Source: an optimization exercise on an open RTL-to-GDS flow (aim: small area). Production flows keep margins and buffers that such runs may drop. In this exercise RTL edits were held to simulation tests only and were not proved equivalent to the original. Power and IR drop assume default switching activity.

== red ==
## unlocker
module unlocker
(
    input  logic              clk,
    input  logic              arstN,
    input  logic              locker,
    input  logic              btn1,
    input  logic              btn2,
    input  logic              btn3,
    input  logic              btn4,
    input  logic              btn5,
    input  logic              switch1,
    input  logic [3:0]        inputCount,
    input  logic [unlockerPkg::digitW-1:0] userNameInput0,
    input  logic [unlockerPkg::digitW-1:0] userNameInput1,
    input  logic [unlockerPkg::digitW-1:0] userNameInput2,
    input  logic [unlockerPkg::digitW-1:0] userNameInput3,
    input  logic [unlockerPkg::digitW-1:0] passwordInput0,
    input  logic [unlockerPkg::digitW-1:0] passwordInput1,
    input  logic [unlockerPkg::digitW-1:0] passwordInput2,
    input  logic [unlockerPkg::digitW-1:0] passwordInput3,
    input  logic              flagResolve,
    output logic              lock,
    output logic              flag,
    output logic              flagSelect,
    output logic              resetCount
);
Size in the first run: about 740 cells after synthesis.
make LEC_CHECK=0 CAP_MARGIN=20 CORE_MARGIN=2 CORE_UTILIZATION=40 CTS_BUF_LIST=sky130_fd_sc_hd__clkbuf_16 CTS_CLUSTER_DIAMETER=80 CTS_CLUSTER_SIZE=25 SLEW_MARGIN=20 finish   # period 10.0 ns
run.sh (not shown) runs the stock make flow with config.mk's settings and CLKGATE_MAP_FILE= SYNTH_SCRIPT=/design/flow/synth_recipe.tcl, a recipe that flattens the netlist after the stock synthesis.
red went all the way through synthesis, placement and routing and the layout is clean on timing, DRC and antenna.
## Diff of input files: blue against red
Settings: an added GPL_TIMING_DRIVEN of 1; a deleted CTS_BUF_LIST that had been sky130_fd_sc_hd__clkbuf_16; a change of CORE_UTILIZATION from 40 to 65; a deleted CTS_CLUSTER_SIZE that had been 25; an added PLACE_DENSITY of 0.75; a deleted CTS_CLUSTER_DIAMETER that had been 80.
==> flow/flow/run.sh (new file) <==
#!/bin/bash
# The standard layout (standard.sh) with area-oriented settings:
#  - synthesis: synth_recipe.tcl with an area-oriented abc script (flow/synth.tcl, flow/area.abc)
#  - the smallest buffer (buf_1) on every port
#  - CTS with clkbuf_16 on clusters of up to 25 sinks and no dummy loads
set -euo pipefail
here=$(pwd)
export AREA_ABC_SCRIPT=$here/flow/area.abc
bash standard.sh \
  SYNTH_SCRIPT=$here/flow/synth.tcl \
  BUFFER_PORTS_ARGS="-buffer_cell sky130_fd_sc_hd__buf_1" \
  CTS_ARGS="-sink_clustering_enable -repair_clock_nets -sink_clustering_size 30 -sink_clustering_max_diameter 100 -buf_list {sky130_fd_sc_hd__clkbuf_8 sky130_fd_sc_hd__clkbuf_16} -dont_use_dummy_load" \
  finish > standard.log 2>&1
==> flow/flow/area.abc (new file) <==
strash
&get -n
&dch
&nf -R 1000 -a
&put
==> flow/flow/synth.tcl (new file) <==
# synth_recipe.tcl with one change: abc maps with this flow's area script (flow/area.abc).
# Registers are mapped by dfflibmap before abc, so they are the standard synthesis's.
proc synth {args} { yosys synth -nofsm -noshare {*}$args }
proc abc {args} {
  set i [lsearch -exact $args -script]
  if { $i >= 0 } {
    set args [lreplace $args $i [expr { $i + 1 }] -script $::env(AREA_ABC_SCRIPT)]
  }
  yosys abc {*}$args
}
source $::env(SCRIPTS_DIR)/synth.tcl
# left out here: clear keep_hierarchy, flatten, clean up, hide names made inside functions, write 1_2_yosys.v
==> flow/standard.sh (new file) <==
#!/bin/bash
# synth_recipe.tcl (not shown) runs the flow's synth.tcl, then flattens the netlist and writes it again
# the make line also repeats each setting of config.mk as NAME=value (left out here)
make -C /OpenROAD-flow-scripts/flow DESIGN_CONFIG=/design/flow/config.mk WORK_HOME=/design/flow/orfs CLKGATE_MAP_FILE= SYNTH_SCRIPT=/design/flow/synth_recipe.tcl "${@:-finish}"
removed: flow/run.sh
## What came out
- blue reached the final stage; the timing, design-rule and antenna checks on its layout passed.
- Delta (blue minus red): hold slack has decreased; number of global-route vias before repair has increased; synthesized area has decreased; power in combinational cells has decreased; logic gate share of total power has decreased.
Setup changes, blue to green
Settings: PLACE_DENSITY now 0.9, was 0.75; SLEW_MARGIN now 10, was 20; CAP_MARGIN now 10, was 20; CORE_UTILIZATION now 80, was 65.
diff --git a/flow/flow/run.sh b/flow/flow/run.sh
--- a/flow/flow/run.sh
+++ b/flow/flow/run.sh
@@ -5 +5,6 @@
-#  - CTS with clkbuf_16 on clusters of up to 25 sinks and no dummy loads
+#  - CTS with clkbuf_16 leaves on clusters of up to 30 sinks, small root and tree buffers,
+#    no dummy loads
+#  - after global routing: ORFS's power recovery (RECOVER_POWER, which downsizes cells with
+#    slack to spare) and a post-route hook (flow/post_grt.tcl) that repairs any max-slew or
+#    max-capacitance violation that leaves
+# Every tool's output goes to standard.log here (ORFS's own per-step logs stay under orfs/logs).
@@ -12 +17,3 @@
-  CTS_ARGS="-sink_clustering_enable -repair_clock_nets -sink_clustering_size 30 -sink_clustering_max_diameter 100 -buf_list {sky130_fd_sc_hd__clkbuf_8 sky130_fd_sc_hd__clkbuf_16} -dont_use_dummy_load" \
+  CTS_ARGS="-sink_clustering_enable -repair_clock_nets -sink_clustering_size 30 -sink_clustering_max_diameter 100 -buf_list sky130_fd_sc_hd__clkbuf_16 -root_buf sky130_fd_sc_hd__clkbuf_4 -tree_buf sky130_fd_sc_hd__clkbuf_8 -dont_use_dummy_load" \
+  RECOVER_POWER=100 \
+  POST_GLOBAL_ROUTE_TCL=$here/flow/post_grt.tcl \
==> flow/flow/area.abc <==
strash
&get -n
&b
&dch
&nf -R 1000 -a
&put
==> flow/flow/post_grt.tcl (new file) <==
# After global routing: take out the buffers that placement and repair added inside the logic
# (port buffers and clock tree buffers stay), let repair_design buffer again only where a
# max-slew, max-capacitance or fanout limit needs it, then recover area with ORFS's power
# recovery (which downsizes cells with slack to spare) and repair what that leaves.
global_route -start_incremental
set inner_bufs {}
foreach inst [get_cells *] {
  set name [get_full_name $inst]
  set ref [get_property $inst ref_name]
  if { [regexp {^sky130_fd_sc_hd__(clk)?buf_[0-9]+$} $ref]
       && ![regexp {^(input|output)[0-9]+$} $name]
       && ![string match clkbuf_* $name] } {
    lappend inner_bufs $inst
  }
}
puts "area hook: removing [llength $inner_bufs] inner buffers"
if { [llength $inner_bufs] > 0 } {
  remove_buffers $inner_bufs
}
repair_design_helper
repair_timing -recover_power 100 -verbose
repair_design_helper
repair_timing -setup -hold -verbose
detailed_placement
global_route -end_incremental -congestion_report_file $::env(REPORTS_DIR)/congestion_post_area_repair.rpt
estimate_parasitics -global_routing
report_check_types -max_slew -max_capacitance -violators
report_worst_slack -max
report_worst_slack -min
==> comparison <==
Changes observed in green relative to blue: cell area after synthesis closely matched the old numbers; maximum buffer depth of the clock tree closely matched the old numbers. Simple-gate area share of the yosys netlist ended up 0.38 points lower on green than on blue. Level count of the clock H-tree came out exactly the same in blue and green. In the metrics for blue and green, the one carrying the lower x dimension of the die is green. Looking at post-place setup slack, green sits below blue. Xor and xnor fraction of the mapped netlist area ends up lower on blue. green vs. blue: synthesized instance count shrank by about 2.3%; starting density of the core went up. The log for green ends in global routing with error GRT-0232, so the run never completed. Every stage of the flow completed for blue, and the final layout passed the timing, design-rule and antenna checks. Taking blue as the reference, in green area of placed instances shows a reduction of 88 um2, weighted congestion at the end of routability-driven global placement shows an increase of about 13%.
#### Input delta (orange over green)
Settings: CORE_UTILIZATION changed from 80 to 65; SLEW_MARGIN changed from 10 to 20; PLACE_DENSITY changed from 0.9 to 0.75; CAP_MARGIN changed from 10 to 20.
==> flow/flow/run.sh <==
#!/bin/bash
# The standard layout (standard.sh) with area-oriented settings:
#  - synthesis: synth_recipe.tcl with an area-oriented abc script (flow/synth.tcl, flow/area.abc)
#  - the smallest buffer (buf_1) on every port
#  - CTS with clkbuf_16 on clusters of up to 25 sinks and no dummy loads
set -euo pipefail
here=$(pwd)
export AREA_ABC_SCRIPT=$here/flow/area.abc
bash standard.sh \
  SYNTH_SCRIPT=$here/flow/synth.tcl \
  BUFFER_PORTS_ARGS="-buffer_cell sky130_fd_sc_hd__buf_1" \
  CTS_ARGS="-sink_clustering_enable -repair_clock_nets -sink_clustering_size 44 -sink_clustering_max_diameter 70 -buf_list sky130_fd_sc_hd__clkbuf_16 -dont_use_dummy_load" \
  finish > standard.log 2>&1
==> flow/flow/area.abc <==
strash
&get -n
&dch
&nf -R 1000 -a
&put
removed: flow/flow/post_grt.tcl
Between green and orange, the difference in area after synthesis is negligible.
orange: synthesized-area fraction occupied by xor and xnor cells is 0.59 points lower than what green reported.
Post-synth net total: orange vs green up 17
Summary: with green as the reference, die boundary width in orange moved up by more than 10%.
green → orange: buffer count from post-CTS setup fixing flat, multiplexer share of the synthesized area fell by 0.32 points, count of state elements after synthesis level, register area share after synthesis shrank by 0.17 points, height of the die saw an increase.
orange went all the way through the flow, and no timing, DRC or antenna check failed.
Between orange and green, it is orange whose average instance area after synthesis is lower, by about 2%.
orange ends up with higher synthesized cell count than green does.

-- separate check: timing with driven ports --
The results above use ideal ports. As a check the final layouts listed here were re-extracted and re-timed, cells and wires unchanged. Step 1 sets driving cells, clkbuf_16 on the clock port and buf_2 on the other inputs (assumed; they add their load-dependent delay and slew). Step 2 adds t to the input delays and takes it off the output delays; t is the mean of the earliest and latest rising clock arrival at the registers after step 1. Input paths then give back, and output paths get back, about the clock's delay inside the block. Slacks: ideal ports / drivers / drivers and shift; pairs: ideal ports / drivers.
run	t (ns)	setup WS [ns]	worst setup path at the end
red	0.528	3.827 / 3.850 / 3.322	input to register
blue	0.502	3.617 / 3.635 / 3.133	input to register
orange	0.504	3.645 / 3.660 / 3.156	input to register
After both steps setup and hold are still met in every run listed. The setup slack of red, which loses most, moves by +0.023 ns with the drivers and by -0.505 ns with both steps.
